Context: an optimization exercise on an open-source flow, tuned for small area, a short achievable clock period and few clock cycles per item. The choices shown serve that exercise and are no tape-out recipe. In this exercise RTL edits were held to simulation tests only and were not proved equivalent to the original. No activity file was given, so power comes from the tool's default toggle rates.

==> design.v <==
`timescale 1ns/1ns
module step_control (
    input  logic i_clk,
    input  logic i_rstn,
    input  logic i_start,
    input  logic i_lose,
    output logic o_valid,
    output logic o_done
);
    always_ff @(posedge i_clk or negedge i_rstn) begin
        if (!i_rstn) begin
            o_valid <= 1'b0;
            o_done  <= 1'b0;
        end else begin
            o_valid <= i_start;
            o_done  <= o_done | (i_start & i_lose);  
        end
    end
endmodule
`timescale 1ns/1ns
module player_action #(
    parameter int N_BULLETS = 5
) (
    input  logic [2:0]            i_act,
    input  logic [31:0]           i_player,
    input  logic [N_BULLETS-1:0]  i_bullet_active,
    output logic [31:0]           o_player,
    output logic [N_BULLETS-1:0]  o_shot_sel,
    output logic [17:0]           o_shot
);
    localparam int unsigned SCREEN_WIDTH  = 210;
    localparam int unsigned SCREEN_HEIGHT = 160;
    localparam int unsigned PLAYER_SIZE   = 10;
    localparam logic [2:0] ACT_LEFT       = 3'b001;
    localparam logic [2:0] ACT_RIGHT      = 3'b010;
    localparam logic [2:0] ACT_UP         = 3'b100;
    localparam logic [2:0] ACT_DOWN       = 3'b011;
    localparam logic [2:0] ACT_FIRE_LEFT  = 3'b101;
    localparam logic [2:0] ACT_FIRE_RIGHT = 3'b110;
    logic [7:0]           px;
    logic [7:0]           py;
    logic [N_BULLETS-1:0] free_sel;
    logic                 fire;
    logic                 shot_dir;
    assign px = i_player[31:24];
    assign py = i_player[23:16];
    always_comb begin
        o_player = i_player;
        case (i_act)
            ACT_LEFT: begin
                if (px > 8'd0) o_player[31:24] = px - 8'd1;
            end
            ACT_RIGHT: begin
                if (px + PLAYER_SIZE < SCREEN_WIDTH) o_player[31:24] = px + 8'd1;
            end
            ACT_UP: begin
                if (py > 8'd0) o_player[23:16] = py - 8'd1;
            end
            ACT_DOWN: begin
                if (py + PLAYER_SIZE < SCREEN_HEIGHT) o_player[23:16] = py + 8'd1;
            end
            default: o_player = i_player;
        endcase
    end
    always_comb begin
        logic below_busy;
        below_busy = 1'b1;
        for (int b = 0; b < N_BULLETS; b++) begin
            free_sel[b] = below_busy & ~i_bullet_active[b];
            below_busy  = below_busy & i_bullet_active[b];
        end
    end
    assign fire       = (i_act == ACT_FIRE_LEFT) || (i_act == ACT_FIRE_RIGHT);
    assign o_shot_sel = fire ? free_sel : '0;
    assign shot_dir = (i_act == ACT_FIRE_LEFT);
    assign o_shot = {shot_dir ? px - 8'd2 : px + 8'd2, py, shot_dir, 1'b1};
endmodule
`timescale 1ns/1ns
module object_lane (
    input  logic [17:0] i_obj,
    input  logic        i_spawn_sel,
    input  logic [17:0] i_spawn,
    output logic [17:0] o_obj
);
    localparam int unsigned SCREEN_WIDTH = 210;
    logic [7:0] ox;
    assign ox = i_obj[17:10];
    always_comb begin
        o_obj = i_obj;
        if (i_spawn_sel) begin
            o_obj = i_spawn;     
        end else if (i_obj[0]) begin
            if (i_obj[1]) begin
                if (ox == 8'd0) o_obj[0] = 1'b0;
                else o_obj[17:10] = ox - 8'd1;
            end else begin
                if (ox >= SCREEN_WIDTH) o_obj[0] = 1'b0;
                else o_obj[17:10] = ox + 8'd1;
            end
        end
    end
endmodule
`timescale 1ns/1ns
module collision_score #(
    parameter int N_BULLETS = 5,
    parameter int N_ENEMIES = 5,
    parameter int N_DIVERS  = 5
) (
    input  logic                    i_clk,
    input  logic [31:0]             i_player,
    input  logic [18*N_BULLETS-1:0] i_bullets,
    input  logic [18*N_ENEMIES-1:0] i_enemies,
    input  logic [18*N_DIVERS-1:0]  i_divers,
    input  logic [31:0]             i_score,
    output logic [31:0]             o_player,
    output logic [18*N_BULLETS-1:0] o_bullets,
    output logic [18*N_ENEMIES-1:0] o_enemies,
    output logic [18*N_DIVERS-1:0]  o_divers,
    output logic [31:0]             o_score,
    output logic                    o_lose
);
    function automatic win(input logic [7:0] a, input logic [7:0] b,
                           input logic cin, input logic [3:0] lim);
        logic [4:0] lo;
        logic [7:0] p, t;
        lo  = {1'b0, a[3:0]} + {1'b0, ~b[3:0]} + {4'd0, cin};
        p   = ~(a ^ b);
        t   = a | ~b;
        win = lo[3:0] <= lim && lo[4] == p[4] && t[4] == p[5] && t[5] == p[6]
              && t[6] == p[7] && t[7];
    endfunction
    logic [7:0] px, py;
    assign px = i_player[31:24];
    assign py = i_player[23:16];
    logic [N_BULLETS*N_ENEMIES-1:0] match_d;
    logic [N_DIVERS-1:0]            pick_d;
    always_comb begin
        for (int e = 0; e < N_ENEMIES; e++)
            for (int b = 0; b < N_BULLETS; b++)
                match_d[N_BULLETS*e+b] = i_enemies[18*e] && i_bullets[18*b]
                    && win(i_bullets[18*b+10 +: 8], i_enemies[18*e+10 +: 8], 1'b0, 4'd8)
                    && win(i_bullets[18*b+2 +: 8], i_enemies[18*e+2 +: 8], 1'b0, 4'd8);
        for (int d = 0; d < N_DIVERS; d++)
            pick_d[d] = i_divers[18*d]
                && win(i_divers[18*d+10 +: 8], px, 1'b1, 4'd9)
                && win(i_divers[18*d+2 +: 8], py, 1'b1, 4'd9);
    end
    logic [9:0] poxy;
    logic [2:0] plives;
    logic       surface, starve, rescue_d;
    logic [31:0] player_d;
    assign poxy     = i_player[15:6];
    assign plives   = i_player[5:3];
    assign surface  = py < 8'd10;
    assign starve   = !surface && poxy <= 10'd1;
    assign rescue_d = surface && i_player[2:0] == 3'd6;
    assign o_lose   = starve && plives <= 3'd1;
    always_comb begin
        player_d = i_player;
        if (surface || starve) player_d[15:6] = 10'd1000;
        else player_d[15:6] = poxy - 10'd1;
        if (starve) player_d[5:3] = (plives <= 3'd1) ? 3'd0 : plives - 3'd1;
    end
    logic [31:0]                    player_q;
    logic [18*N_BULLETS-1:0]        bullets_q;
    logic [18*N_ENEMIES-1:0]        enemies_q;
    logic [18*N_DIVERS-1:0]         divers_q;
    logic [31:0]                    score_q;
    logic [N_BULLETS*N_ENEMIES-1:0] match_q;
    logic [N_DIVERS-1:0]            pick_q;
    logic                           rescue;
    always_ff @(posedge i_clk) begin
        player_q  <= player_d;
        rescue    <= rescue_d;
        bullets_q <= i_bullets;
        enemies_q <= i_enemies;
        divers_q  <= i_divers;
        score_q   <= i_score;
        match_q   <= match_d;
        pick_q    <= pick_d;
    end
    logic [N_BULLETS-1:0] avail [N_ENEMIES+1];
    logic [N_BULLETS-1:0] cand  [N_ENEMIES];
    logic [N_BULLETS-1:0] take  [N_ENEMIES];
    logic [N_ENEMIES-1:0] hit;
    always_comb begin
        avail[0] = '1;
        for (int e = 0; e < N_ENEMIES; e++) begin
            cand[e]      = match_q[N_BULLETS*e +: N_BULLETS] & avail[e];
            take[e]      = cand[e] & ~(cand[e] - 1'b1);
            hit[e]       = |cand[e];
            avail[e + 1] = avail[e] & ~take[e];
        end
    end
    logic [2:0] qdivc;
    assign qdivc = player_q[2:0];
    logic [2:0] n_pick;
    logic [2:0] divc_picked;
    always_comb begin
        n_pick = '0;
        for (int d = 0; d < N_DIVERS; d++)  n_pick = n_pick + 3'(pick_q[d]);
        divc_picked = qdivc;
        if (qdivc < 3'd6) divc_picked = (4'(qdivc) + 4'(n_pick) >= 4'd6) ? 3'd6 : qdivc + n_pick;
    end
    always_comb begin
        o_player = player_q;
        o_player[2:0] = rescue ? 3'd0 : divc_picked;
    end
    always_comb begin
        o_bullets = bullets_q;
        o_enemies = enemies_q;
        o_divers  = divers_q;
        for (int b = 0; b < N_BULLETS; b++) o_bullets[18*b] = bullets_q[18*b] & avail[N_ENEMIES][b];
        for (int e = 0; e < N_ENEMIES; e++) o_enemies[18*e] = enemies_q[18*e] & ~hit[e];
        for (int d = 0; d < N_DIVERS; d++)  o_divers[18*d]  = divers_q[18*d] & ~pick_q[d];
    end
    logic [N_DIVERS+1:0] q_hot;
    logic [N_ENEMIES:0]  k_hot;
    logic [9:0]          low_q [N_DIVERS+2];
    logic [9:0]          low_p;
    logic [9:0]          low_k [N_ENEMIES+1];
    logic [9:0]          low;
    logic [31:9]         all_ones;
    always_comb begin
        q_hot = (N_DIVERS+2)'(1);
        if (rescue) q_hot = q_hot << 1;
        for (int d = 0; d < N_DIVERS; d++)
            if (pick_q[d]) q_hot = q_hot << 1;
        k_hot = (N_ENEMIES+1)'(1);
        for (int e = 0; e < N_ENEMIES; e++)
            if (hit[e]) k_hot = k_hot << 1;
        low_p = '0;
        for (int q = 0; q <= N_DIVERS + 1; q++) begin
            low_q[q] = {1'b0, score_q[8:0]} + 10'(50 * q);
            low_p    = low_p | (low_q[q] & {10{q_hot[q]}});
        end
        low = '0;
        for (int k = 0; k <= N_ENEMIES; k++) begin
            low_k[k] = low_p + 10'(20 * k);
            low      = low | (low_k[k] & {10{k_hot[k]}});
        end
        all_ones[9] = 1'b1;
        for (int i = 10; i < 32; i++) all_ones[i] = all_ones[i-1] & score_q[i-1];
        o_score[8:0] = low[8:0];
        for (int i = 9; i < 32; i++) o_score[i] = score_q[i] ^ (low[9] & all_ones[i]);
    end
endmodule
`timescale 1ns/1ns
module game_step #(
    parameter int N_BULLETS = 5,
    parameter int N_ENEMIES = 5,
    parameter int N_DIVERS  = 5
) (
    input  logic                    i_clk,
    input  logic                    i_rstn,
    input  logic                    i_start,
    input  logic [2:0]              i_act,
    input  logic [31:0]             i_player,
    input  logic [18*N_BULLETS-1:0] i_bullets,
    input  logic [18*N_ENEMIES-1:0] i_enemies,
    input  logic [18*N_DIVERS-1:0]  i_divers,
    input  logic [31:0]             i_score,
    output logic [31:0]             o_player,
    output logic [18*N_BULLETS-1:0] o_bullets,
    output logic [18*N_ENEMIES-1:0] o_enemies,
    output logic [18*N_DIVERS-1:0]  o_divers,
    output logic [31:0]             o_score,
    output logic                    o_done,
    output logic                    o_valid
);
    logic                    lose;
    logic [31:0]             moved_player;
    logic [N_BULLETS-1:0]    bullet_active;
    logic [N_BULLETS-1:0]    shot_sel;
    logic [17:0]             shot;
    logic [18*N_BULLETS-1:0] moved_bullets;
    logic [18*N_ENEMIES-1:0] moved_enemies;
    logic [18*N_DIVERS-1:0]  moved_divers;
    step_control step_control_i (
        .i_clk   (i_clk),
        .i_rstn  (i_rstn),
        .i_start (i_start),
        .i_lose  (lose),
        .o_valid (o_valid),
        .o_done  (o_done)
    );
    player_action #(.N_BULLETS(N_BULLETS)) player_action_i (
        .i_act           (i_act),
        .i_player        (i_player),
        .i_bullet_active (bullet_active),
        .o_player        (moved_player),
        .o_shot_sel      (shot_sel),
        .o_shot          (shot)
    );
    for (genvar g = 0; g < N_BULLETS; g++) begin : g_bullet
        assign bullet_active[g] = i_bullets[18*g];
        object_lane lane_i (.i_obj(i_bullets[18*g +: 18]), .i_spawn_sel(shot_sel[g]),
            .i_spawn(shot), .o_obj(moved_bullets[18*g +: 18]));
    end
    for (genvar g = 0; g < N_ENEMIES; g++) begin : g_enemy
        object_lane lane_i (.i_obj(i_enemies[18*g +: 18]), .i_spawn_sel(1'b0),
            .i_spawn(18'd0), .o_obj(moved_enemies[18*g +: 18]));
    end
    for (genvar g = 0; g < N_DIVERS; g++) begin : g_diver
        object_lane lane_i (.i_obj(i_divers[18*g +: 18]), .i_spawn_sel(1'b0),
            .i_spawn(18'd0), .o_obj(moved_divers[18*g +: 18]));
    end
    collision_score #(
        .N_BULLETS (N_BULLETS),
        .N_ENEMIES (N_ENEMIES),
        .N_DIVERS  (N_DIVERS)
    ) collision_score_i (
        .i_clk     (i_clk),
        .i_player  (moved_player),
        .i_bullets (moved_bullets),
        .i_enemies (moved_enemies),
        .i_divers  (moved_divers),
        .i_score   (i_score),
        .o_player  (o_player),
        .o_bullets (o_bullets),
        .o_enemies (o_enemies),
        .o_divers  (o_divers),
        .o_score   (o_score),
        .o_lose    (lose)
    );
endmodule
==> flow/run.sh <==
#!/bin/bash
# Layout flow: the standard ORFS flow (standard.sh, with the standard flow's synthesis
# script) with these changes:
#  - synthesis leaves adders to ABC (no half/full adder extraction), and ABC
#    maps for area (flow/abc_area_map.script in place of ORFS's
#    abc_speed.script, in a copy of ORFS's scripts folder used for synthesis
#    only); registers are untouched
#  - every port still gets its own buffer, a plain buf_2 instead of the
#    default delay-cell buffer
set -euo pipefail
MARGIN=$(cat flow/margin.txt 2>/dev/null || echo 0)
rm -rf synth_scripts
cp -r "$FLOW_HOME/scripts" synth_scripts
cp flow/abc_area_map.script synth_scripts/abc_speed.script
bash standard.sh ADDER_MAP_FILE= SCRIPTS_DIR="$PWD/synth_scripts" synth > flow_synth.log 2>&1
bash standard.sh ADDER_MAP_FILE= "BUFFER_PORTS_ARGS=-buffer_cell sky130_fd_sc_hd__buf_2" \
    SETUP_SLACK_MARGIN=$MARGIN finish > flow_finish.log 2>&1
test -f out/final.def
==> flow/abc_area_map.script <==
strash
dch -f
map -a
topo
==> flow/margin.txt <==
16
==> standard.sh <==
#!/bin/bash
# synth_recipe.tcl (not shown) runs the flow's synth.tcl, then flattens the netlist and writes it again
# the make line also repeats each setting of config.mk as NAME=value (left out here)
make -C /OpenROAD-flow-scripts/flow DESIGN_CONFIG=/design/flow/config.mk WORK_HOME=/design/flow/orfs CLKGATE_MAP_FILE= SYNTH_SCRIPT=/design/flow/synth_recipe.tcl "${@:-finish}"
==> config.mk <==
export PLATFORM = sky130hd
export DESIGN_NAME = game_step
export DESIGN_NICKNAME = game_step
export VERILOG_FILES = /design/flow/design.v
export SDC_FILE = /design/flow/constraint.sdc
export NUM_CORES = 4
export LEC_CHECK = 0
export CAP_MARGIN = 20
export CORE_MARGIN = 2
export CORE_UTILIZATION = 40
export SLEW_MARGIN = 20
==> constraint.sdc <==
create_clock -name core_clock -period 25.0 [get_ports {i_clk}]
set_input_delay 5.0000 -clock core_clock [delete_from_list [all_inputs] [get_ports {i_clk}]]
set_output_delay 5.0000 -clock core_clock [all_outputs]
set_load 0.01 [all_outputs]
==> impl_metrics.json, run 1 <==
{
  "run_status": "no timing/DRC/antenna violations",
  "layout-drive-gt1-share": 0.199,
  "placed_cells": 6820,
  "grt_pass1_wl_um": 211000,
  "syn_inst": 5309,
  "die_area_sq_um": 80900,
  "synth_area_sq_um": 31500,
  "critPathLaunchType": "flip-flop",
  "syn-num-nets": 5649,
  "finalClockSkew_ns": 0,
  "clock_latency_ns": 0.61,
  "stdcell_count": 7027,
  "peakVddDrop_v": 0.0000521,
  "pin_count": 676,
  "nFillCells": 8368,
  "setup_viol": 0,
  "yosysSeqAreaShare": 0.234,
  "first_pass_iters": 8,
  "synth-edff-count": 0,
  "cp.required_ns": 20.00,
  "gp_congestion": 1.04,
  "slew_violations": 0,
  "die_y_um": 284,
  "cts_hold_buf": 0,
  "final_core_util": 0.490,
  "port_buffers": 675,
  "syn_avg_cell_area_sq_um": 5.92,
  "wl_per_cell_um": 20.8,
  "start_util": 0.405,
  "grt-ovfl-total": 0,
  "htree_levels": 2,
  "relSlewSlack": 0.211,
  "worst_pin_slew_ns": 1.17,
  "synth_top_area_share": 0.232,
  "die_x_um": 284,
  "cp.arrival_ns": 4.15,
  "whs_ns": 0.470,
  "nets": 6258,
  "clk_pin_slew_ns": 0.06,
  "rows": 102,
  "cts_buffers": 46,
  "yosysTopAreaCell": "dfxtp_1",
  "antenna_found_initial": 49,
  "endpoint_kind": "output port",
  "grt_usage": 0.342,
  "finalHoldViolCount": 0,
  "async_flop_share": 0.00545,
  "hp-class": "reg -> reg",
  "fin_crit_sh": 0.366,
  "criticalPathCategory": "reg -> out",
  "totalWireLength_um": 146000,
  "postRouteAntennaNets": 0,
  "numClockSinks": 367,
  "yosysUniqueCellTypes": 51,
  "root_buffer": "clkbuf_16",
  "synth_ff_type": "dfxtp_1",
  "maxCapViolations": 0,
  "tns_ns": 0,
  "route.detailed.drc": 0,
  "p_per_area_nw_per_um2": 55.2,
  "area_growth_pct": 20.9,
  "layout_min_cycle_time_ns": 9.15,
  "cp_max_fo": 7,
  "synth_seq_cells": 367,
  "rsz0062_at_grt": "true",
  "grt_pass1_vias": 34700,
  "timing.fmax_mhz": 109,
  "tritoncts": "built",
  "p_leak_uw": 0.0165,
  "design.core.area_sq_um": 77600,
  "ctsLongestPathBuffers": 3,
  "vias": 38100,
  "viasPerCell": 5.43,
  "grt_max_degree": 21,
  "yosysWarnings": 9,
  "synth.area.top_cells": "dfxtp_1, nor2_1, nand2_1",
  "first_iter_violations": 3586,
  "place.detailed.hpwl_um": 120000
}
report_power, final:
part           total [uW]  switching [uW]  internal (uW)
Sequential            644            18.1            626
Clock                 719             299            420
Combinational         736             495            241
Total                2100             812           1290
worst paths after layout:
| kind | depth (start not counted) | slack (ns) | startpoint | endpoint |
|---|---|---|---|---|
| worst max-delay path | 22 | 15.85 | collision_score_i.rescue | o_score[31] |
| worst min-delay path | 1 | 0.47 | step_control_i.o_done | step_control_i.o_done |
| worst max register to register | 1 | 24.31 | step_control_i.o_done | step_control_i.o_done |
| worst min register to register | 1 | 0.47 | step_control_i.o_done | step_control_i.o_done |
| max in group asynchronous | 1 | 20.73 | i_rstn | step_control_i.o_valid |
| min in group asynchronous | 1 | 4.17 | i_rstn | step_control_i.o_done |
worst max-delay path, stage by stage, from the launching register on:
cell and delay [ns]:
dfxtp_4 0.38, nor2_4 0.17, inv_4 0.05, nor2_4 0.11, o21ai_2 0.07, nand2_2 0.09
nand2_2 0.05, o21ai_2 0.09, or2_4 0.17, o21ai_4 0.09, buf_6 0.13, a311oi_2 0.29
nand3_1 0.18, nor2_4 0.30, nor2_4 0.09, a22oi_2 0.24, o2111ai_4 0.18, a21boi_4 0.25
clkinv_4 0.12, nand3b_1 0.15, nor2_2 0.05, xor2_1 0.15, buf_2 0.13
synth_stat cells (3+ instances only):
cell       number
nor2_1       1184
nand2_1       925
clkinv_1      784
o21ai_0       393
dfxtp_1       365
a21oi_1       332
buf_4         284
xor2_1        181
nand3_1       150
nor3_1        113
xnor2_1       112
o211ai_1       50
a31oi_1        44
nand4_1        40
nor4_1         38
a21boi_0       36
o22ai_1        35
a2111oi_0      31
a22oi_1        28
or2_2          27
a211oi_1       23
o2111ai_1      20
o311ai_0       20
o221ai_1       18
a221oi_1        9
a311oi_1        9
nor3b_1         6
o21a_1          6
and2_2          4
and3_2          4
nand3b_1        4
o31ai_1         4
or3_2           3
sequential cells by signal, indices dropped and copies added, names as in the netlist:
signal and cells:
collision_score_i.match_q 25, collision_score_i.player_q 32, collision_score_i.bullets_q 90, collision_score_i.pick_q 5, collision_score_i.enemies_q 90, collision_score_i.score_q 32
step_control_i.o_valid 1, collision_score_i.rescue 1, collision_score_i.divers_q 90, step_control_i.o_done 1
kinds of logic after synthesis:
| kind of cell | synth area share |
|---|---|
| DFF | 0.234 |
| xor gates and xnor gates | 0.0816 |
| buffers and inverters | 0.161 |
| AOI/OAI and AO/OA | 0.203 |
| and+or+nand+nor | 0.320 |
| adders and majority gates | 0.000318 |
timing repair:
action                     in CTS  in global routing
pin swaps                      52                 48
setup endpoints to repair      55                 67
gates resized for setup       210                119
gates cloned                    0                  1
setup buffers                  54                 35
stage by stage:
step / instance area (sq um) / power, uW / setup WS [ns]
2_1_floorplan: 31500 / 1120 / 15.94
3_5_place_dp: 34600 / 1350 / 14.62
4_1_cts: 37300 / 2080 / 15.93
3_3_place_gp: 34600 / 1350 / 14.65
5_1_grt: 38000 / 2200 / 15.67
6_report: 38000 / 2100 / 15.85
layout by cell type, fill, tap and decap left out, drive strengths merged, types with 35 or more instances in the layout:
| master | synthesis | layout |
|---|---|---|
| a21boi | 36 | 36 |
| a21oi | 332 | 332 |
| a31oi | 44 | 44 |
| buf | 285 | 845 |
| clkbuf | 0 | 58 |
| clkinv | 784 | 769 |
| dfxtp | 365 | 365 |
| nand2 | 925 | 925 |
| nand3 | 150 | 150 |
| nand4 | 40 | 40 |
| nor2 | 1184 | 1184 |
| nor3 | 113 | 113 |
| nor4 | 38 | 38 |
| o211ai | 50 | 50 |
| o21ai | 393 | 393 |
| o22ai | 35 | 35 |
| xnor2 | 112 | 112 |
| xor2 | 181 | 181 |
area by class of cell:
type | count | area [sq um] | share of cell area
Antenna cell | 31 | 77.6 | 0.00204
Clock buffer | 58 | 1250 | 0.0328
Clock inverter | 28 | 352 | 0.00924
Inverter | 784 | 3070 | 0.0806
Multi-Input combinational cell | 3873 | 19900 | 0.523
Sequential cell | 367 | 7380 | 0.194
Tap cell | 1040 | 1300 | 0.0342
Timing Repair Buffer | 845 | 4710 | 0.124
Timing Repair inverter | 1 | 7.51 | 0.000197
routing by layer:
layer | vias to the layer above | track usage | wire, um
met5 | - | 0 | 161
met4 | 26 | 0.171 | 7880
met3 | 380 | 0.0773 | 14500
met2 | 1899 | 0.552 | 65400
met1 | 17400 | 0.428 | 58400
li1 | 18400 | - | -
Testbench counts, summed over its fixed seeds: cycles 48,000, steps 24,000.
==> run 2: changes to the inputs <==
==> flow/abc_area_map.script (replaced) <==
strash
dch -f
amap
topo
==> impl_metrics.json, run 2 <==
{
  "run_status": "no timing/DRC/antenna violations",
  "cp.arrival_ns": 4.67,
  "seq_power_share": 0.315,
  "stdcell_area_sq_um": 35500,
  "yosysSeqAreaShare": 0.254,
  "endpoint_kind": "output port",
  "grt-ovfl-total": 0,
  "grt_max_degree": 21,
  "place.detailed.hpwl_um": 106000,
  "yosys.cell_count.top_type": "nor2_1",
  "rsz0062_at_grt": "true",
  "layout_min_cycle_time_ns": 9.67,
  "p_int_uw": 1280,
  "syn-num-nets": 4880,
  "area_growth_pct": 22.8,
  "first_pass_iters": 8,
  "power.switching_uw": 750,
  "slowest_stage": "dfxtp_2",
  "cp_slowest_stage_delay_ns": 0.34,
  "postRouteAntennaNets": 0,
  "wl_per_cell_um": 21.6,
  "relSlewSlack": 0.182,
  "htree_levels": 2,
  "p_clk_frac": 0.352,
  "regArea_sq_um": 7380,
  "netlist_top_cells_count": "nor2_1, a21oi_1, clkinv_1, nand2_1, o21ai_0",
  "peakVddDrop_v": 0.0000486,
  "first_iter_violations": 3534,
  "totalWireLength_um": 133000,
  "placed_cell_area_sq_um": 32100,
  "p_total_uw": 2030,
  "tns_ns": 0,
  "tritoncts": "built",
  "synth.area.top_cells": "dfxtp_1, nor2_1, a21oi_1",
  "grtUsageMet2": 0.565,
  "syn_inst": 4540,
  "met3_usage": 0.0704,
  "syn_avg_cell_area_sq_um": 6.37,
  "use_met1": 0.408,
  "die_y_um": 273,
  "synth_top_area_share": 0.253,
  "grt_pass1_wl_um": 192000,
  "path_common_cell": "buf_4",
  "nets": 5480,
  "synth_seq_cells": 367,
  "grt_usage": 0.336,
  "port_buffers": 675,
  "fin_crit_sh": 0.387,
  "numClockSinks": 367,
  "p_per_area_nw_per_um2": 57.3,
  "async_flop_share": 0.00545,
  "antenna_found_initial": 44,
  "worst_pin_slew_ns": 1.21,
  "vias": 35700,
  "route.detailed.drc": 0,
  "hp-class": "reg -> reg",
  "layout-drive-gt1-share": 0.217,
  "design.core.area_sq_um": 71500,
  "slew_violations": 0,
  "top_usage_layer": "met2",
  "yosysWarnings": 9,
  "largestRegisters": "collision_score_i.bullets_q: 90 flops, collision_score_i.divers_q: 90 flops, collision_score_i.enemies_q: 90 flops",
  "cp.required_ns": 20.00,
  "synth_ff_type": "dfxtp_1",
  "yosysUniqueCellTypes": 59,
  "clk_pin_slew_ns": 0.06,
  "nFillCells": 7280,
  "synth_area_sq_um": 28900,
  "clock_latency_ns": 0.59,
  "root_buffer": "clkbuf_16",
  "viasPerCell": 5.81,
  "layout_common_cells": "nor2_1, buf_2, a21oi_1",
  "p_sw_frac": 0.369,
  "die_x_um": 273,
  "final_core_util": 0.496,
  "grt_pass1_vias": 31300,
  "rows": 98,
  "power_frac_comb": 0.333,
  "start_util": 0.404,
  "ctsLongestPathBuffers": 3,
  "synth-edff-count": 0,
  "p_leak_uw": 0.0140,
  "yosysTopAreaCell": "dfxtp_1",
  "setup_viol": 0,
  "gp_congestion": 1.01,
  "criticalPathCategory": "reg -> out",
  "cts_buffers": 46,
  "cp_max_fo": 3,
  "pin_count": 676,
  "critPathLaunchType": "flip-flop",
  "maxCapViolations": 0,
  "timing.fmax_mhz": 103,
  "finalClockSkew_ns": 0,
  "finalHoldViolCount": 0,
  "final_common_cell": "nor2_1",
  "multi_input_area_sq_um": 18700,
  "die_area_sq_um": 74400
}
## run 2: cell type report
| cell class | instances | share of cell area |
|---|---|---|
| diodes | 25 | 0.00176 |
| clock buffers | 72 | 0.0404 |
| clock inverters | 12 | 0.00486 |
| inverters | 499 | 0.0551 |
| multi-input cells | 3391 | 0.527 |
| flip-flops and latches | 367 | 0.208 |
| well taps | 950 | 0.0335 |
| repair buffers | 835 | 0.130 |
## run 2: per-layer routing
layer	routed length (um)	up-vias
met5	247	-
met4	7360	40
met3	11800	368
met2	61500	1723
met1	51900	16200
li1	-	17400
## run 2: final timing paths
| kind | slack (ns) | depth (start not counted) | to | startpoint |
|---|---|---|---|---|
| worst min register to register | 0.47 | 1 | step_control_i.o_done | step_control_i.o_done |
| max in group asynchronous | 20.72 | 1 | step_control_i.o_done | i_rstn |
| worst min-delay path | 0.47 | 1 | step_control_i.o_done | step_control_i.o_done |
| worst max-delay path | 15.33 | 30 | o_score[14] | collision_score_i.score_q[9] |
| worst max register to register | 24.32 | 1 | step_control_i.o_done | step_control_i.o_done |
| min in group asynchronous | 4.18 | 1 | step_control_i.o_valid | i_rstn |
## run 2: logic make-up (layout without fill, tap and decap cells)
| logic type | Yosys count | count (layout) | share of synthesized area |
|---|---|---|---|
| other | 0 | 25 | 0 |
| DFF | 367 | 367 | 0.254 |
| and+or+nand+nor | 1693 | 1693 | 0.243 |
| buffers and inverters | 784 | 1418 | 0.139 |
| xor gates and xnor gates | 2 | 2 | 0.000606 |
| AOI/OAI and AO/OA | 1694 | 1696 | 0.364 |
## run 2: metrics by stage
step,std cells,setup WS (ns),hold slack (ns)
2_1_floorplan,4540,16.00,0.503
3_3_place_gp,5959,14.40,0.450
3_5_place_dp,5960,14.29,0.455
4_1_cts,6109,15.48,0.471
5_1_grt,6141,15.17,0.503
6_report,6151,15.33,0.470
## run 2: timing repair
item / 4_1_cts / 5_1_grt
hold buffers: 0 / 0
resized for setup: 175 / 111
endpoints found under the setup margin: 55 / 59
setup buffers: 64 / 16
gates cloned: 1 / 1
pin swaps: 33 / 20
## run 2: critical path: cells and delay by family (launching register included)
| family | cells | cell delay, ns |
|---|---|---|
| AND/OR/NAND/NOR | 5 | 0.58 |
| flip-flops | 1 | 0.34 |
| buffers and inverters | 25 | 3.15 |
## run 2: power groups by stage
stage          Clock (uW)  Sequential, uW  Combinational [uW]
6_report              715             640                 678
5_1_grt               747             643                 737
4_1_cts               727             640                 653
3_5_place_dp            0             652                 639
3_3_place_gp            0             653                 637
2_1_floorplan           0             647                 429
==> run 3: changes to the inputs <==
==> flow/margin.txt (replaced) <==
15.5
==> impl_metrics.json, run 3 <==
{
  "area_growth_pct": 23.6,
  "criticalPathCategory": "reg -> out",
  "peakVddDrop_v": 0.0000559,
  "fin_crit_sh": 0.388,
  "slowest_stage": "o311a_4",
  "layout_min_cycle_time_ns": 9.69,
  "rsz0062_at_grt": "true",
  "largestRegisters": "collision_score_i.bullets_q: 90 flops, collision_score_i.divers_q: 90 flops, collision_score_i.enemies_q: 90 flops",
  "layout_common_cells": "nor2_1, buf_2, a21oi_1",
  "syn_inst": 4540,
  "numClockSinks": 367,
  "layout-drive-gt1-share": 0.222,
  "htree_levels": 2,
  "synth.area.top_cells": "dfxtp_1, nor2_1, a21oi_1",
  "critPathLaunchType": "flip-flop",
  "gp_congestion": 1.01,
  "synth_seq_cells": 367,
  "yosysTopAreaCell": "dfxtp_1",
  "clk_pin_slew_ns": 0.06,
  "clock_latency_ns": 0.59,
  "finalHoldViolCount": 0,
  "slew_violations": 0,
  "vias": 35300,
  "critical-path-top-delay-family": "compound AO/OA/AOI/OAI gates",
  "rows": 98,
  "cp.required_ns": 20.00,
  "final_common_cell": "nor2_1",
  "worst_pin_slew_ns": 1.14,
  "nets": 5492,
  "grt_max_degree": 21,
  "dp_slack_ns": 14.12,
  "syn-num-nets": 4880,
  "first_iter_violations": 3389,
  "wl_per_cell_um": 21.4,
  "crit_chain": "or2_4 -> nor2b_4 -> o21bai_1 -> a21o_1 -> nor2_2 -> nor2_1 -> a211oi_2 -> buf_4 -> and3_4 -> o22ai_4 -> nand2_1 -> o21ai_2 -> buf_6 -> o32a_1 -> o21ai_2 -> nor3_4 -> buf_6 -> o311a_4 -> buf_6 -> nor3_4 -> nand2_1 -> o21ai_2 -> buf_2",
  "grt_pass1_vias": 30900,
  "syn_avg_cell_area_sq_um": 6.37,
  "viasPerCell": 5.74,
  "totalWireLength_um": 132000,
  "die_area_sq_um": 74400,
  "yosysSeqAreaShare": 0.254,
  "cts_hold_buf": 0,
  "root_buffer": "clkbuf_16",
  "grt-ovfl-total": 0,
  "synth_top_area_share": 0.253,
  "nFillCells": 7290,
  "port_buffers": 675,
  "route.detailed.drc": 0,
  "tns_ns": 0,
  "setup_slack_ns": 15.31,
  "start_util": 0.404,
  "netlist_top_cells_count": "nor2_1, a21oi_1, clkinv_1, nand2_1, o21ai_0",
  "pin_count": 676,
  "regArea_sq_um": 7380,
  "async_flop_share": 0.00545,
  "p_per_area_nw_per_um2": 57.8,
  "cp.arrival_ns": 4.69,
  "setup_viol": 0,
  "endpoint_kind": "output port",
  "postRouteAntennaNets": 0,
  "design.core.area_sq_um": 71500,
  "p_total_uw": 2060,
  "synth_area_sq_um": 28900,
  "multi_input_area_sq_um": 18800,
  "finalClockSkew_ns": 0,
  "yosysWarnings": 9,
  "relSlewSlack": 0.235,
  "die_x_um": 273,
  "maxCapViolations": 0,
  "ctsLongestPathBuffers": 3,
  "timing.fmax_mhz": 103,
  "cts_buffers": 45,
  "yosys.cell_count.top_type": "nor2_1",
  "grt_pass1_wl_um": 190000,
  "crit_buf_inv": 5,
  "synth-edff-count": 0,
  "first_pass_iters": 6,
  "yosysUniqueCellTypes": 59,
  "synth_ff_type": "dfxtp_1",
  "cp_slowest_stage_delay_ns": 0.39,
  "hp-class": "reg -> reg",
  "grt_usage": 0.335,
  "place.detailed.hpwl_um": 106000,
  "antenna_found_initial": 52,
  "p_leak_uw": 0.0142,
  "run_status": "no timing/DRC/antenna violations",
  "die_y_um": 273,
  "tritoncts": "built",
  "cp_max_fo": 5
}
## run 3: cell counts after synthesis
Identical to the previous run, type by type.
## run 3: repair_timing
action | in CTS | in global routing
setup buffers | 56 | 30
resized for setup | 162 | 162
gates cloned | 3 | 0
pin swaps | 33 | 71
endpoints found under the setup margin | 48 | 49
## run 3: final timing paths
check                                              from                     end  slack (ns)  depth (start not counted)
setup / recovery           collision_score_i.match_q[0]             o_score[23]       15.31                         23
hold / removal                    step_control_i.o_done   step_control_i.o_done        0.48                          1
setup reg to reg                  step_control_i.o_done   step_control_i.o_done       24.31                          1
hold reg to reg                   step_control_i.o_done   step_control_i.o_done        0.48                          1
max in group asynchronous                        i_rstn   step_control_i.o_done       20.73                          1
min in group asynchronous                        i_rstn  step_control_i.o_valid        4.18                          1
## run 3: stage by stage
| step | cells | hold slack, ns | utilization | instance area, sq um |
|---|---|---|---|---|
| floorplan | 4540 | 0.503 | - | 28900 |
| detailed placement | 5964 | 0.450 | 0.449 | 32100 |
| finish | 6160 | 0.478 | 0.500 | 35700 |
| global route | 6152 | 0.505 | 0.500 | 35700 |
| global placement | 5964 | 0.442 | 0.449 | 32100 |
| CTS | 6106 | 0.475 | 0.487 | 34800 |
## run 3: power by group
part | switching [uW] | internal (uW)
Clock | 293 | 456
Sequential | 14.4 | 625
Combinational | 451 | 225
Total | 759 | 1310
## run 3: layer usage
metal / up-vias / wire [um] / GRT usage
li1: 17400 / - / -
met1: 15900 / 51200 / 0.408
met2: 1571 / 61700 / 0.567
met3: 352 / 11800 / 0.0686
met4: 40 / 7110 / 0.148
met5: - / 252 / 0
## run 3: logic make-up (layout without fill, tap and decap cells)
logic type | after synthesis | after routing | share of synthesized area
flops | 367 | 367 | 0.254
xor+xnor | 2 | 2 | 0.000606
compound gates | 1694 | 1697 | 0.364
simple gates | 1693 | 1693 | 0.243
buf+inv | 784 | 1429 | 0.139
other cells | 0 | 22 | 0
## run 3: cell type report
class	count	area share
Multi-Input combinational cell	3392	0.525
Clock buffer	53	0.0341
Timing Repair Buffer	847	0.133
Sequential cell	367	0.206
Tap cell	950	0.0333
Clock inverter	30	0.0128
Inverter	499	0.0538
Antenna cell	22	0.00154
==> run 4: changes to the inputs <==
==> flow/margin.txt (replaced) <==
16
--- a/config.mk
+++ b/config.mk
@@ -5,7 +5,7 @@
 export SDC_FILE = /design/flow/constraint.sdc
 export NUM_CORES = 4
 export LEC_CHECK = 0
-export CAP_MARGIN = 20
+export CAP_MARGIN = 0
 export CORE_MARGIN = 2
 export CORE_UTILIZATION = 40
-export SLEW_MARGIN = 20
+export SLEW_MARGIN = 0
==> impl_metrics.json, run 4 <==
{
  "cp_slowest_stage_delay_ns": 0.39,
  "die_x_um": 273,
  "dp_slack_ns": 14.23,
  "setup_slack_ns": 15.51,
  "cp_max_fo": 7,
  "grt_pass1_wl_um": 191000,
  "muxShareOfSynthArea": 0,
  "clk_pin_slew_ns": 0.06,
  "synth.area.top_cells": "dfxtp_1, nor2_1, a21oi_1",
  "yosysSeqAreaShare": 0.254,
  "yosys.cell_count.top_type": "nor2_1",
  "postRouteAntennaNets": 0,
  "netlist_top_cells_count": "nor2_1, a21oi_1, clkinv_1, nand2_1, o21ai_0",
  "grt_max_degree": 21,
  "async_flop_share": 0.00545,
  "layout_min_cycle_time_ns": 9.49,
  "yosysWarnings": 9,
  "peakVddDrop_v": 0.0000520,
  "synth_xor_area_frac": 0.000606,
  "area_growth_pct": 23.6,
  "wl_per_cell_um": 21.4,
  "ctsLongestPathBuffers": 3,
  "vias": 35500,
  "start_util": 0.404,
  "critical-path-top-delay-family": "compound AO/OA/AOI/OAI gates",
  "r2r_start": "step_control_i.o_done",
  "finalHoldViolCount": 0,
  "grt_pass1_vias": 31200,
  "relSlewSlack": 0.205,
  "cp.arrival_ns": 4.49,
  "layout-drive-gt1-share": 0.224,
  "critPathLaunchType": "flip-flop",
  "timing.fmax_mhz": 105,
  "grt_usage": 0.335,
  "tns_ns": 0,
  "worst_pin_slew_ns": 1.18,
  "synth_area_sq_um": 28900,
  "placed_cells": 5959,
  "synth_top_family_by_area": "compound AO/OA/AOI/OAI gates",
  "finalClockSkew_ns": 0,
  "pin_count": 676,
  "setup_viol": 0,
  "maxCapViolations": 0,
  "p_leak_uw": 0.0141,
  "grt-ovfl-total": 0,
  "numClockSinks": 367,
  "root_buffer": "clkbuf_16",
  "r2r_end": "step_control_i.o_done",
  "rows": 98,
  "final_common_cell": "nor2_1",
  "synth-compound-area-share": 0.364,
  "endpoint_kind": "output port",
  "first_iter_violations": 3198,
  "syn-num-nets": 4880,
  "holdPathEnd": "step_control_i.o_done",
  "hp-start": "step_control_i.o_done",
  "synth-edff-count": 0,
  "final_core_util": 0.500,
  "port_buffers": 675,
  "synthSimpleGateAreaFrac": 0.243,
  "synth_ff_type": "dfxtp_1",
  "synth_adder_area_share": 0,
  "yosysUniqueCellTypes": 59,
  "die_y_um": 273,
  "criticalPathCategory": "reg -> out",
  "route.detailed.drc": 0,
  "run_status": "no timing/DRC/antenna violations",
  "cts_buffers": 46,
  "hp-class": "reg -> reg",
  "place.detailed.hpwl_um": 106000,
  "rsz0062_at_grt": "true",
  "syn_inst": 4540,
  "htree_levels": 2,
  "yosysTopAreaCell": "dfxtp_1",
  "crit_buf_inv": 4,
  "layout_common_cells": "nor2_1, buf_2, a21oi_1",
  "totalWireLength_um": 132000,
  "hold_depth": 1,
  "gp_congestion": 1.01,
  "viasPerCell": 5.78,
  "syn_avg_cell_area_sq_um": 6.37,
  "nets": 5478,
  "fin_crit_sh": 0.380,
  "rrSetupSlack_ns": 24.31,
  "p_per_area_nw_per_um2": 57.8,
  "nFillCells": 7383,
  "cp.required_ns": 20.00,
  "path_common_cell": "nor2_4",
  "tritoncts": "built",
  "design.core.area_sq_um": 71500,
  "stdcell_count": 6147,
  "synth_seq_cells": 367,
  "slew_violations": 0,
  "antenna_found_initial": 50,
  "first_pass_iters": 6,
  "largestRegisters": "collision_score_i.bullets_q: 90 flops, collision_score_i.divers_q: 90 flops, collision_score_i.enemies_q: 90 flops",
  "die_area_sq_um": 74400,
  "r2r_cells": 1,
  "clock_latency_ns": 0.59,
  "slowest_stage": "dfxtp_4",
  "synth_top_area_share": 0.253
}
run 4: power breakdown:
group | internal [uW] | switching [uW]
Combinational | 227 | 456
Sequential | 626 | 14.6
Clock | 452 | 292
Total | 1300 | 762
run 4: worst max path at each step:
stage                                      from                            end  depth (start not counted)
global placement                       i_act[0]  collision_score_i.match_q[13]                         17
detailed placement                     i_act[0]  collision_score_i.match_q[13]                         17
floorplan                              i_act[0]   collision_score_i.match_q[7]                         16
global route        collision_score_i.pick_q[0]                    o_score[17]                         24
CTS                 collision_score_i.pick_q[0]                    o_score[27]                         23
finish              collision_score_i.pick_q[0]                    o_score[31]                         25
run 4: area by class of cell:
cell class	count	area [sq um]	share of cell area
inverter	499	1970	0.0551
clock inverter	21	292	0.00816
tap	950	1190	0.0333
timing repair buffer	833	4620	0.129
sequential	367	7380	0.206
clock buffer	65	1400	0.0391
multi-input combinational	3391	18800	0.527
antenna	21	52.6	0.00147
run 4: cells by family (layout without fill, tap and decap cells):
logic type,Yosys count,count (layout)
buf+inv,784,1418
simple gates,1693,1693
compound gates,1694,1696
flops,367,367
other cells,0,21
xor+xnor,2,2
run 4: per-stage QoR:
| step | cell area (sq um) | hold WS (ns) | power, uW |
|---|---|---|---|
| after CTS | 35000 | 0.474 | 2050 |
| after detailed placement | 32100 | 0.454 | 1290 |
| after global placement | 32100 | 0.450 | 1290 |
| after floorplan | 29000 | 0.503 | 1080 |
| after global routing | 35700 | 0.529 | 2160 |
| final | 35700 | 0.477 | 2070 |
run 4: routing by layer:
layer  vias up  share of wire  global-route usage  wire, um
li1      17400              -                   -         -
met1     16000           0.39               0.407     51300
met2      1677           0.47               0.565     61400
met3       348          0.090              0.0705     11800
met4        50          0.052               0.154      6870
met5         -         0.0024                   0       318
run 4: repair_timing:
action                     4_1_cts  5_1_grt
buffers inserted                57       22
cloned                           1        1
gates resized for setup        210      139
pin swaps                       44       38
setup endpoints to repair       56       57
hold buffers                     0        0
==> run 5: changes to the inputs <==
--- a/config.mk
+++ b/config.mk
@@ -8,4 +8,6 @@
 export CAP_MARGIN = 0
 export CORE_MARGIN = 2
 export CORE_UTILIZATION = 40
+export CTS_CLUSTER_DIAMETER = 100
+export CTS_CLUSTER_SIZE = 30
 export SLEW_MARGIN = 0
==> impl_metrics.json, run 5 <==
{
  "tritoncts": "built",
  "grt_pass1_wl_um": 191000,
  "grtUsageMet2": 0.566,
  "relSlewSlack": 0.249,
  "totalWireLength_um": 131000,
  "wl_per_cell_um": 21.5,
  "critPathLaunchType": "flip-flop",
  "rrSetupSlack_ns": 24.30,
  "layout-drive-gt1-share": 0.219,
  "syn-num-nets": 4880,
  "vias": 35400,
  "pin_count": 676,
  "yosysTopAreaCell": "dfxtp_1",
  "root_buffer": "clkbuf_16",
  "yosysSeqAreaShare": 0.254,
  "layout_min_cycle_time_ns": 9.54,
  "layout_common_cells": "nor2_1, buf_2, a21oi_1",
  "numClockSinks": 367,
  "synth-edff-count": 0,
  "whs_ns": 0.489,
  "finalHoldViolCount": 0,
  "p_clk_frac": 0.259,
  "cts_hold_buf": 0,
  "stdcell_count": 6119,
  "die_area_sq_um": 74400,
  "async_flop_share": 0.00545,
  "clock_latency_ns": 0.62,
  "cp.arrival_ns": 4.54,
  "power.switching_uw": 741,
  "first_pass_iters": 8,
  "yosysWarnings": 9,
  "run_status": "no timing/DRC/antenna violations",
  "die_x_um": 273,
  "maxCapViolations": 0,
  "grt_pass1_vias": 31000,
  "fin_crit_sh": 0.382,
  "p_leak_uw": 0.0138,
  "synth_area_sq_um": 28900,
  "rsz0062_at_grt": "true",
  "power_frac_comb": 0.383,
  "nets": 5469,
  "design.core.area_sq_um": 71500,
  "htree_levels": 1,
  "tns_ns": 0,
  "yosysUniqueCellTypes": 59,
  "holdPathEnd": "step_control_i.o_done",
  "placed_cells": 5959,
  "place.detailed.hpwl_um": 106000,
  "yosys.cell_count.top_type": "nor2_1",
  "p_int_uw": 1040,
  "postRouteAntennaNets": 0,
  "final_common_cell": "nor2_1",
  "top_usage_layer": "met2",
  "gp_congestion": 1.01,
  "r2r_start": "step_control_i.o_done",
  "viasPerCell": 5.78,
  "seq_power_share": 0.358,
  "route.detailed.drc": 0,
  "syn_inst": 4540,
  "grt_max_degree": 30,
  "first_iter_violations": 3280,
  "netlist_top_cells_count": "nor2_1, a21oi_1, clkinv_1, nand2_1, o21ai_0",
  "use_met1": 0.408,
  "die_y_um": 273,
  "worst_pin_slew_ns": 1.13,
  "ctsLongestPathBuffers": 3,
  "synth_seq_cells": 367,
  "r2r_end": "step_control_i.o_done",
  "r2r_cells": 1,
  "syn_avg_cell_area_sq_um": 6.37,
  "port_buffers": 675,
  "endpoint_kind": "output port",
  "hp-start": "step_control_i.o_done",
  "synth_ff_type": "dfxtp_1",
  "setup_viol": 0,
  "p_per_area_nw_per_um2": 51.0,
  "largestRegisters": "collision_score_i.bullets_q: 90 flops, collision_score_i.divers_q: 90 flops, collision_score_i.enemies_q: 90 flops",
  "cp_max_fo": 3,
  "grt-ovfl-total": 0,
  "finalClockSkew_ns": 0,
  "slew_violations": 0,
  "timing.fmax_mhz": 105,
  "area_growth_pct": 21.0,
  "clk_pin_slew_ns": 0.11,
  "hold_depth": 1,
  "p_sw_frac": 0.415,
  "cp.required_ns": 20.00,
  "start_util": 0.404,
  "synth.area.top_cells": "dfxtp_1, nor2_1, a21oi_1",
  "criticalPathCategory": "reg -> out",
  "antenna_found_initial": 46,
  "synth_top_area_share": 0.253,
  "peakVddDrop_v": 0.0000468,
  "rows": 98,
  "cts_buffers": 23,
  "met3_usage": 0.0623,
  "hp-class": "reg -> reg",
  "grt_usage": 0.333
}
-- run 5: cell counts after synthesis --
No cell type changed its count.
-- run 5: worst max-delay path by stage --
stage | startpoint | end | slack, ns
detailed placement | i_act[0] | collision_score_i.match_q[13] | 14.23
global placement | i_act[0] | collision_score_i.match_q[13] | 14.40
floorplan | i_act[0] | collision_score_i.match_q[7] | 16.00
CTS | collision_score_i.pick_q[0] | o_score[14] | 15.54
global route | collision_score_i.rescue | o_score[24] | 15.30
finish | collision_score_i.score_q[12] | o_score[31] | 15.46
-- run 5: stage by stage --
step | utilization | total power [uW] | setup slack (ns) | area [sq um]
2_1_floorplan | - | 1080 | 16.00 | 29000
3_3_place_gp | 0.449 | 1290 | 14.40 | 32100
3_5_place_dp | 0.449 | 1290 | 14.23 | 32100
4_1_cts | 0.478 | 1760 | 15.54 | 34200
5_1_grt | 0.489 | 1870 | 15.30 | 35000
6_report | 0.489 | 1780 | 15.46 | 35000
-- run 5: metal layers --
metal,vias up,part of all wire
met2,1610,0.47
li1,17400,-
met1,16000,0.39
met3,320,0.091
met4,46,0.051
met5,-,0.0022
-- run 5: timing repair --
action,in CTS,in global routing
resized for setup,206,132
pin swaps,55,40
setup endpoints to repair,55,57
setup buffers,66,27
cloned,1,1
-- run 5: layout make-up --
class	count	area, sq um
clock buffers	26	587
well taps	950	1190
diodes	23	57.6
clock inverters	16	263
flip-flops and latches	367	7380
multi-input cells	3391	18800
fillers	7466	36500
repair buffers	847	4710
inverters	499	1950
-- run 5: power by group through the flow --
| stage | clock (uW) | sequential (uW) | combinational (uW) |
|---|---|---|---|
| 2_1_floorplan | 0 | 647 | 429 |
| 3_3_place_gp | 0 | 653 | 637 |
| 3_5_place_dp | 0 | 652 | 639 |
| 4_1_cts | 471 | 639 | 654 |
| 5_1_grt | 490 | 643 | 742 |
| 6_report | 462 | 639 | 683 |
-- run 5: worst max-delay path: stages (launching register included) --
cell and delay [ns]:
dfxtp_2 0.35, nand4_1 0.17, nand3b_1 0.23, nand2b_4 0.16, or3_4 0.33, or3_4 0.34, or3_4 0.34, or3_4 0.34
or3_1 0.34, or2_1 0.26, or3_4 0.36, nor3_4 0.21, and2_4 0.21, nor2_4 0.04, a21oi_2 0.09, buf_2 0.14
-- run 5: logic make-up after synthesis --
| logic type | share of synthesized area |
|---|---|
| AO/OA/AOI/OAI | 0.364 |
| XOR/XNOR | 0.000606 |
| buffers and inverters | 0.139 |
| flip-flops | 0.254 |
| AND/OR/NAND/NOR | 0.243 |
==> run 6: changes to the inputs <==
--- a/config.mk
+++ b/config.mk
@@ -9,5 +9,5 @@
 export CORE_MARGIN = 2
 export CORE_UTILIZATION = 40
 export CTS_CLUSTER_DIAMETER = 100
-export CTS_CLUSTER_SIZE = 30
+export CTS_CLUSTER_SIZE = 20
 export SLEW_MARGIN = 0
==> impl_metrics.json, run 6 <==
{
  "route.detailed.drc": 0,
  "slew_violations": 0,
  "criticalPathCategory": "reg -> out",
  "postRouteAntennaNets": 0,
  "first_pass_iters": 9,
  "power.switching_uw": 709,
  "worst_pin_slew_ns": 1.14,
  "grt_max_degree": 22,
  "port_buffers": 675,
  "whs_ns": 0.485,
  "finalClockSkew_ns": 0,
  "viasPerCell": 5.82,
  "rrSetupSlack_ns": 24.31,
  "grt-ovfl-total": 0,
  "tns_ns": 0,
  "die_x_um": 273,
  "yosysUniqueCellTypes": 59,
  "crit_chain": "nand4_1 -> nand3b_1 -> nand2b_4 -> or3_4 -> or3_4 -> or3_4 -> or3_4 -> or3_1 -> or2_1 -> or3_4 -> nor3_4 -> and2_4 -> nor2_4 -> a21oi_2 -> buf_2",
  "setup_viol": 0,
  "netlist_top_cells_count": "nor2_1, a21oi_1, clkinv_1, nand2_1, o21ai_0",
  "clock_latency_ns": 0.61,
  "die_area_sq_um": 74400,
  "critPathLaunchType": "flip-flop",
  "p_sw_frac": 0.403,
  "start_util": 0.404,
  "synth.area.top_cells": "dfxtp_1, nor2_1, a21oi_1",
  "yosys.cell_count.top_type": "nor2_1",
  "grt_pass1_wl_um": 191000,
  "power_frac_comb": 0.387,
  "p_clk_frac": 0.250,
  "timing.fmax_mhz": 104,
  "syn_inst": 4540,
  "syn-num-nets": 4880,
  "grt_usage": 0.333,
  "cp_max_fo": 4,
  "numClockSinks": 367,
  "p_int_uw": 1050,
  "synth-edff-count": 0,
  "gp_congestion": 1.01,
  "rows": 98,
  "pin_count": 676,
  "yosysTopAreaCell": "dfxtp_1",
  "seq_power_share": 0.363,
  "cp_slowest_stage_delay_ns": 0.38,
  "peakVddDrop_v": 0.0000507,
  "path_common_cell": "or3_4",
  "antenna_found_initial": 48,
  "crit_buf_inv": 1,
  "clk_pin_slew_ns": 0.09,
  "p_total_uw": 1760,
  "p_leak_uw": 0.0137,
  "grt_pass1_vias": 31000,
  "layout-drive-gt1-share": 0.216,
  "synth_ff_type": "dfxtp_1",
  "yosysSeqAreaShare": 0.254,
  "totalWireLength_um": 131000,
  "design.core.area_sq_um": 71500,
  "layout_min_cycle_time_ns": 9.59,
  "ctsLongestPathBuffers": 3,
  "nets": 5465,
  "root_buffer": "clkbuf_16",
  "p_per_area_nw_per_um2": 50.5,
  "first_iter_violations": 3378,
  "synth_seq_cells": 367,
  "largestRegisters": "collision_score_i.bullets_q: 90 flops, collision_score_i.divers_q: 90 flops, collision_score_i.enemies_q: 90 flops",
  "cts_buffers": 25,
  "finalHoldViolCount": 0,
  "tritoncts": "built",
  "wl_per_cell_um": 21.5,
  "async_flop_share": 0.00545,
  "maxCapViolations": 0,
  "relSlewSlack": 0.218,
  "die_y_um": 273,
  "run_status": "no timing/DRC/antenna violations",
  "critical-path-top-delay-family": "simple AND/OR/NAND/NOR gates",
  "synth_top_area_share": 0.253,
  "rsz0062_at_grt": "true",
  "synth_area_sq_um": 28900,
  "vias": 35500,
  "syn_avg_cell_area_sq_um": 6.37,
  "area_growth_pct": 20.6,
  "place.detailed.hpwl_um": 106000,
  "slowest_stage": "or3_4",
  "cp.required_ns": 20.00,
  "cp.arrival_ns": 4.59,
  "fin_crit_sh": 0.384,
  "yosysWarnings": 9,
  "final_common_cell": "nor2_1",
  "hp-class": "reg -> reg",
  "endpoint_kind": "output port",
  "htree_levels": 1,
  "layout_common_cells": "nor2_1, buf_2, a21oi_1"
}
run 6: power groups by stage:
stage	Combinational (uW)	Sequential, uW	Clock, uW
floorplan	429	647	0
global placement	637	653	0
detailed placement	639	652	0
CTS	655	639	449
global route	740	643	468
finish	681	639	439
run 6: layer usage:
metal | wire [um] | vias up | GRT usage
met5 | 228 | - | 0
met3 | 11800 | 325 | 0.0610
li1 | - | 17400 | -
met2 | 61700 | 1635 | 0.568
met1 | 51300 | 16100 | 0.411
met4 | 6460 | 38 | 0.143
run 6: path summary, 6_finish.rpt:
check | startpoint | endpoint | depth (start not counted)
worst max-delay path | collision_score_i.score_q[10] | o_score[31] | 15
worst min-delay path | step_control_i.o_done | step_control_i.o_done | 1
worst max register to register | step_control_i.o_done | step_control_i.o_done | 1
worst min register to register | step_control_i.o_done | step_control_i.o_done | 1
max in group asynchronous | i_rstn | step_control_i.o_valid | 1
min in group asynchronous | i_rstn | step_control_i.o_done | 1
run 6: logic make-up (layout without fill, tap and decap cells):
logic type / Yosys count / count (layout) / share of synthesized area
AO/OA/AOI/OAI: 1694 / 1697 / 0.364
AND/OR/NAND/NOR: 1693 / 1693 / 0.243
buffers and inverters: 784 / 1376 / 0.139
flip-flops: 367 / 367 / 0.254
XOR/XNOR: 2 / 2 / 0.000606
other: 0 / 23 / 0
run 6: area by class of cell:
type / count / area [sq um]
fillers: 7497 / 36600
multi-input cells: 3392 / 18900
flip-flops and latches: 367 / 7380
repair buffers: 840 / 4660
inverters: 499 / 1950
well taps: 950 / 1190
clock buffers: 28 / 647
clock inverters: 9 / 114
diodes: 23 / 57.6
run 6: stage by stage:
step,setup slack [ns],util,instances,cell area [sq um]
floorplan,16.00,-,4540,29000
global placement,14.40,0.449,5959,32100
detailed placement,14.23,0.449,5959,32100
CTS,15.49,0.477,6058,34100
global route,15.24,0.488,6101,34900
finish,15.41,0.488,6108,34900
run 6: repair_timing:
item	4_1_cts	5_1_grt
hold buffers	0	0
buffers inserted	59	27
resized for setup	211	128
hold endpoints to repair	0	0
endpoints found under the setup margin	55	57
pin swaps	37	55
gates cloned	3	0
==> run 7: changes to the inputs <==
==> flow/margin.txt (replaced) <==
16.5
==> impl_metrics.json, run 7 <==
{
  "rsz0062_at_grt": "true",
  "layout_min_cycle_time_ns": 9.61,
  "m1WireLength_um": 49900,
  "yosysSeqAreaShare": 0.254,
  "first_iter_violations": 2954,
  "syn_avg_cell_area_sq_um": 6.37,
  "final_common_cell": "nor2_1",
  "cp_slowest_stage_delay_ns": 0.47,
  "muxShareOfSynthArea": 0,
  "synth.area.top_cells": "dfxtp_1, nor2_1, a21oi_1",
  "die_x_um": 273,
  "yosysWarnings": 9,
  "slowest_stage": "a222oi_1",
  "slew_violations": 0,
  "start_util": 0.404,
  "gp_congestion": 0.998,
  "setup_viol": 0,
  "synthSimpleGateAreaFrac": 0.243,
  "hp-class": "reg -> reg",
  "root_buffer": "clkbuf_16",
  "place.detailed.hpwl_um": 104000,
  "synth-compound-area-share": 0.364,
  "p_leak_uw": 0.0141,
  "crit_path_start": "collision_score_i.rescue",
  "p_sw_frac": 0.404,
  "timing.fmax_mhz": 104,
  "numClockSinks": 367,
  "htree_levels": 1,
  "fin_crit_sh": 0.385,
  "cp.arrival_ns": 4.61,
  "finalHoldViolCount": 0,
  "nFillCells": 7287,
  "relSlewSlack": 0.135,
  "nets": 5495,
  "synth_adder_area_share": 0,
  "pin_count": 676,
  "r2r_end": "step_control_i.o_done",
  "grt_pass1_wl_um": 187000,
  "regArea_sq_um": 7380,
  "synth_top_family_by_area": "compound AO/OA/AOI/OAI gates",
  "grt-ovfl-total": 0,
  "die_y_um": 273,
  "syn_inst": 4540,
  "port_buffers": 675,
  "synth_top_area_share": 0.253,
  "p_clk_frac": 0.263,
  "highest_layer": "met5",
  "tns_ns": 0,
  "crit_end": "o_score[31]",
  "clk_pin_slew_ns": 0.09,
  "syn-num-nets": 4880,
  "grt_usage": 0.326,
  "peakVddDrop_v": 0.0000561,
  "run_status": "no timing/DRC/antenna violations",
  "postRouteAntennaNets": 0,
  "async_flop_share": 0.00545,
  "layout_common_cells": "nor2_1, buf_2, a21oi_1",
  "r2r_cells": 1,
  "area_growth_pct": 25.0,
  "grt_max_degree": 22,
  "synth_seq_cells": 367,
  "synth_ff_type": "dfxtp_1",
  "route.met3.wl_um": 12300,
  "cp_max_fo": 6,
  "synth_area_sq_um": 28900,
  "first_pass_iters": 7,
  "cp.required_ns": 20.00,
  "yosysUniqueCellTypes": 59,
  "endpoint_kind": "output port",
  "antenna_found_initial": 53,
  "worst_pin_slew_ns": 1.28,
  "viasPerCell": 5.79,
  "yosysTopAreaCell": "dfxtp_1",
  "placed_cell_area_sq_um": 32400,
  "p_int_uw": 1090,
  "synth-edff-count": 0,
  "totalWireLength_um": 130000,
  "largestRegisters": "collision_score_i.bullets_q: 90 flops, collision_score_i.divers_q: 90 flops, collision_score_i.enemies_q: 90 flops",
  "layout-drive-gt1-share": 0.246,
  "clock_latency_ns": 0.63,
  "finalClockSkew_ns": 0,
  "r2r_start": "step_control_i.o_done",
  "route.detailed.drc": 0,
  "setup_slack_ns": 15.39,
  "synth_xor_area_frac": 0.000606,
  "met2WireLength_um": 60100,
  "vias": 35500,
  "cts_hold_buf": 0,
  "grt_pass1_vias": 31000,
  "tritoncts": "built",
  "netlist_top_cells_count": "nor2_1, a21oi_1, clkinv_1, nand2_1, o21ai_0",
  "maxCapViolations": 0,
  "critPathLaunchType": "flip-flop",
  "criticalPathCategory": "reg -> out",
  "design.core.area_sq_um": 71500,
  "p_per_area_nw_per_um2": 50.4,
  "wl_per_cell_um": 21.2,
  "dp_slack_ns": 14.64,
  "rrSetupSlack_ns": 24.31,
  "ctsLongestPathBuffers": 3,
  "multi_input_area_sq_um": 19700,
  "cts_buffers": 27,
  "yosys.cell_count.top_type": "nor2_1",
  "power.switching_uw": 735,
  "seq_power_share": 0.351,
  "die_area_sq_um": 74400,
  "rows": 98,
  "power_frac_comb": 0.386,
  "crit_chain": "nor2_4 -> nand2_1 -> nand2_1 -> o22ai_2 -> o22a_2 -> o22ai_4 -> clkinv_2 -> a222oi_1 -> o2111ai_4 -> clkinv_4 -> nor2_4 -> nand2_2 -> clkinv_4 -> nor3_4 -> o21ai_2 -> nor3_4 -> o311a_4 -> nor3_4 -> and2_4 -> nor2_4 -> a21oi_4 -> buf_2",
  "stdcell_area_sq_um": 36100
}
[run 7: cell counts after synthesis]
Identical to the previous run, type by type.
[run 7: worst min-delay path by stage]
stage                                      from  slack, ns  depth (start not counted)                    end
after floorplan           step_control_i.o_done       0.50                          1  step_control_i.o_done
after global placement    step_control_i.o_done       0.46                          1  step_control_i.o_done
after detailed placement  step_control_i.o_done       0.45                          1  step_control_i.o_done
after CTS                 step_control_i.o_done       0.48                          1  step_control_i.o_done
after global routing      step_control_i.o_done       0.49                          1  step_control_i.o_done
final                     step_control_i.o_done       0.48                          1  step_control_i.o_done
[run 7: layout make-up]
cell class / count / area share
multi-input combinational: 3392 / 0.544
sequential: 367 / 0.204
timing repair buffer: 868 / 0.137
inverter: 499 / 0.0566
tap: 950 / 0.0329
clock buffer: 31 / 0.0197
clock inverter: 11 / 0.00457
antenna: 20 / 0.00138
[run 7: power groups by stage]
stage | Clock, uW | Sequential [uW] | Combinational (uW)
after floorplan | 0 | 648 | 432
after global placement | 0 | 653 | 635
after detailed placement | 0 | 652 | 640
after CTS | 490 | 639 | 660
after global routing | 512 | 642 | 761
final | 479 | 639 | 702
[run 7: metal layers]
layer	track usage	vias to the layer above
li1	-	17400
met1	0.399	16000
met2	0.545	1690
met3	0.0669	374
met4	0.155	52
met5	0	-
[run 7: cell families (layout without fill, tap and decap cells)]
family / count (synthesis) / after routing
AOI/OAI and AO/OA: 1694 / 1697
xor gates and xnor gates: 2 / 2
buffers and inverters: 784 / 1409
DFF: 367 / 367
other: 0 / 20
and+or+nand+nor: 1693 / 1693
[run 7: what timing repair did]
action                                  in CTS  in global routing
hold endpoints to repair                     0                  0
endpoints found under the setup margin      62                 73
pin swaps                                   53                 58
buffers inserted                            61                 51
resized for setup                          243                237
cloned                                       2                  2
[run 7: metrics by stage]
stage | total power, uW | cells | utilization | hold WS [ns]
finish | 1820 | 6138 | 0.506 | 0.481
floorplan | 1080 | 4540 | - | 0.503
global route | 1920 | 6135 | 0.505 | 0.495
detailed placement | 1290 | 5960 | 0.454 | 0.453
CTS | 1790 | 6065 | 0.486 | 0.480
global placement | 1290 | 5960 | 0.454 | 0.456
[run 7: worst max-delay path: cells and delay by family, from the launching register on]
| kind | cells | cell delay, ns |
|---|---|---|
| compound gates | 8 | 1.83 |
| simple gates | 10 | 1.32 |
| buf+inv | 4 | 0.44 |
| flops | 1 | 0.38 |
==> run 8: changes to the inputs <==
==> flow/margin.txt (replaced) <==
16
--- a/config.mk
+++ b/config.mk
@@ -10,4 +10,5 @@
 export CORE_UTILIZATION = 40
 export CTS_CLUSTER_DIAMETER = 100
 export CTS_CLUSTER_SIZE = 20
+export GPL_TIMING_DRIVEN = 1
 export SLEW_MARGIN = 0
==> impl_metrics.json, run 8 <==
{
  "run_status": "no timing/DRC/antenna violations",
  "clock_latency_ns": 0.61,
  "rsz0062_at_grt": "true",
  "die_y_um": 273,
  "first_iter_violations": 3378,
  "placed_cell_area_sq_um": 32100,
  "netlist_top_cells_count": "nor2_1, a21oi_1, clkinv_1, nand2_1, o21ai_0",
  "clk_pin_slew_ns": 0.09,
  "rows": 98,
  "numClockSinks": 367,
  "grt_usage": 0.333,
  "htree_levels": 1,
  "design.core.area_sq_um": 71500,
  "peakVddDrop_v": 0.0000507,
  "worst_pin_slew_ns": 1.14,
  "start_util": 0.404,
  "viasPerCell": 5.82,
  "grt_max_degree": 22,
  "synth_seq_cells": 367,
  "async_flop_share": 0.00545,
  "cp.arrival_ns": 4.59,
  "relSlewSlack": 0.218,
  "postRouteAntennaNets": 0,
  "slew_violations": 0,
  "layout_min_cycle_time_ns": 9.59,
  "yosysSeqAreaShare": 0.254,
  "cts_buffers": 25,
  "criticalPathCategory": "reg -> out",
  "nFillCells": 7497,
  "setup_viol": 0,
  "largestRegisters": "collision_score_i.bullets_q: 90 flops, collision_score_i.divers_q: 90 flops, collision_score_i.enemies_q: 90 flops",
  "stdcell_area_sq_um": 34900,
  "ctsLongestPathBuffers": 3,
  "layout_common_cells": "nor2_1, buf_2, a21oi_1",
  "maxCapViolations": 0,
  "route.detailed.drc": 0,
  "synth_ff_type": "dfxtp_1",
  "finalHoldViolCount": 0,
  "yosys.cell_count.top_type": "nor2_1",
  "wl_per_cell_um": 21.5,
  "critPathLaunchType": "flip-flop",
  "gp_congestion": 1.01,
  "grt_pass1_vias": 31000,
  "regArea_sq_um": 7380,
  "die_x_um": 273,
  "crit_chain": "nand4_1 -> nand3b_1 -> nand2b_4 -> or3_4 -> or3_4 -> or3_4 -> or3_4 -> or3_1 -> or2_1 -> or3_4 -> nor3_4 -> and2_4 -> nor2_4 -> a21oi_2 -> buf_2",
  "cp.required_ns": 20.00,
  "place.detailed.hpwl_um": 106000,
  "nets": 5465,
  "syn_inst": 4540,
  "syn_avg_cell_area_sq_um": 6.37,
  "p_leak_uw": 0.0137,
  "cp_max_fo": 4,
  "finalClockSkew_ns": 0,
  "yosysUniqueCellTypes": 59,
  "timing.fmax_mhz": 104,
  "pin_count": 676,
  "totalWireLength_um": 131000,
  "port_buffers": 675,
  "root_buffer": "clkbuf_16",
  "synth.area.top_cells": "dfxtp_1, nor2_1, a21oi_1",
  "synth-edff-count": 0,
  "synth_top_area_share": 0.253,
  "cp_slowest_stage_delay_ns": 0.38,
  "yosysTopAreaCell": "dfxtp_1",
  "grt_pass1_wl_um": 191000,
  "path_common_cell": "or3_4",
  "synth_area_sq_um": 28900,
  "die_area_sq_um": 74400,
  "multi_input_area_sq_um": 18900,
  "tns_ns": 0,
  "antenna_found_initial": 48,
  "fin_crit_sh": 0.384,
  "area_growth_pct": 20.6,
  "syn-num-nets": 4880,
  "slowest_stage": "or3_4",
  "hp-class": "reg -> reg",
  "vias": 35500,
  "layout-drive-gt1-share": 0.216,
  "endpoint_kind": "output port",
  "final_common_cell": "nor2_1",
  "tritoncts": "built",
  "grt-ovfl-total": 0,
  "first_pass_iters": 9,
  "p_per_area_nw_per_um2": 50.5,
  "yosysWarnings": 9
}
## run 8: layer usage
metal,vias up,track usage,share of wire
met5,-,0,0.0017
met4,38,0.143,0.049
met3,325,0.0610,0.090
met2,1635,0.568,0.47
met1,16100,0.411,0.39
li1,17400,-,-
## run 8: logic make-up (layout without fill, tap and decap cells)
kind of cell | Yosys count | in the layout | synth area share
flops | 367 | 367 | 0.254
simple gates | 1693 | 1693 | 0.243
buf+inv | 784 | 1376 | 0.139
other cells | 0 | 23 | 0
compound gates | 1694 | 1697 | 0.364
xor+xnor | 2 | 2 | 0.000606
## run 8: through the flow
stage               utilization  setup slack (ns)  hold WS [ns]  instances  power, uW
floorplan                     -             16.00         0.503       4540       1080
global placement          0.449             14.40         0.450       5959       1290
detailed placement        0.449             14.23         0.454       5959       1290
CTS                       0.477             15.49         0.482       6058       1740
global route              0.488             15.24         0.537       6101       1850
finish                    0.488             15.41         0.485       6108       1760
## run 8: critical path: cells and delay by family (launching register included)
| family | cells | cell delay [ns] |
|---|---|---|
| AO/OA/AOI/OAI | 1 | 0.09 |
| buffers and inverters | 1 | 0.14 |
| flip-flops | 1 | 0.35 |
| AND/OR/NAND/NOR | 13 | 3.39 |
## run 8: final cells by class
cell class / instances / area share
diodes: 23 / 0.00165
well taps: 950 / 0.0341
flip-flops and latches: 367 / 0.212
multi-input cells: 3392 / 0.541
repair buffers: 840 / 0.134
clock inverters: 9 / 0.00327
clock buffers: 28 / 0.0186
inverters: 499 / 0.0560
## run 8: worst paths after layout
kind | cells past startpoint | to | from | slack (ns)
min in group asynchronous | 1 | step_control_i.o_done | i_rstn | 4.16
setup reg to reg | 1 | step_control_i.o_done | step_control_i.o_done | 24.31
setup / recovery | 15 | o_score[31] | collision_score_i.score_q[10] | 15.41
hold / removal | 1 | step_control_i.o_done | step_control_i.o_done | 0.49
max in group asynchronous | 1 | step_control_i.o_valid | i_rstn | 20.74
hold reg to reg | 1 | step_control_i.o_done | step_control_i.o_done | 0.49
## run 8: what timing repair did
action,in CTS,in global routing
setup buffers,59,27
endpoints found under the hold margin,0,0
endpoints found under the setup margin,55,57
pin swaps,37,55
gates cloned,3,0
resized for setup,211,128
hold buffers,0,0
## run 8: power by group
group	internal, uW	switching (uW)
clock	200	240
sequential	625	14.5
combinational	226	455
total	1050	709

Setup slack of run 8, layout unchanged: 15.412 ns with ideal ports, 15.340 ns with driving cells assumed (clock clkbuf_16, inputs buf_2), 15.442 ns with port delays also shifted by the 0.668 ns mid clock arrival.
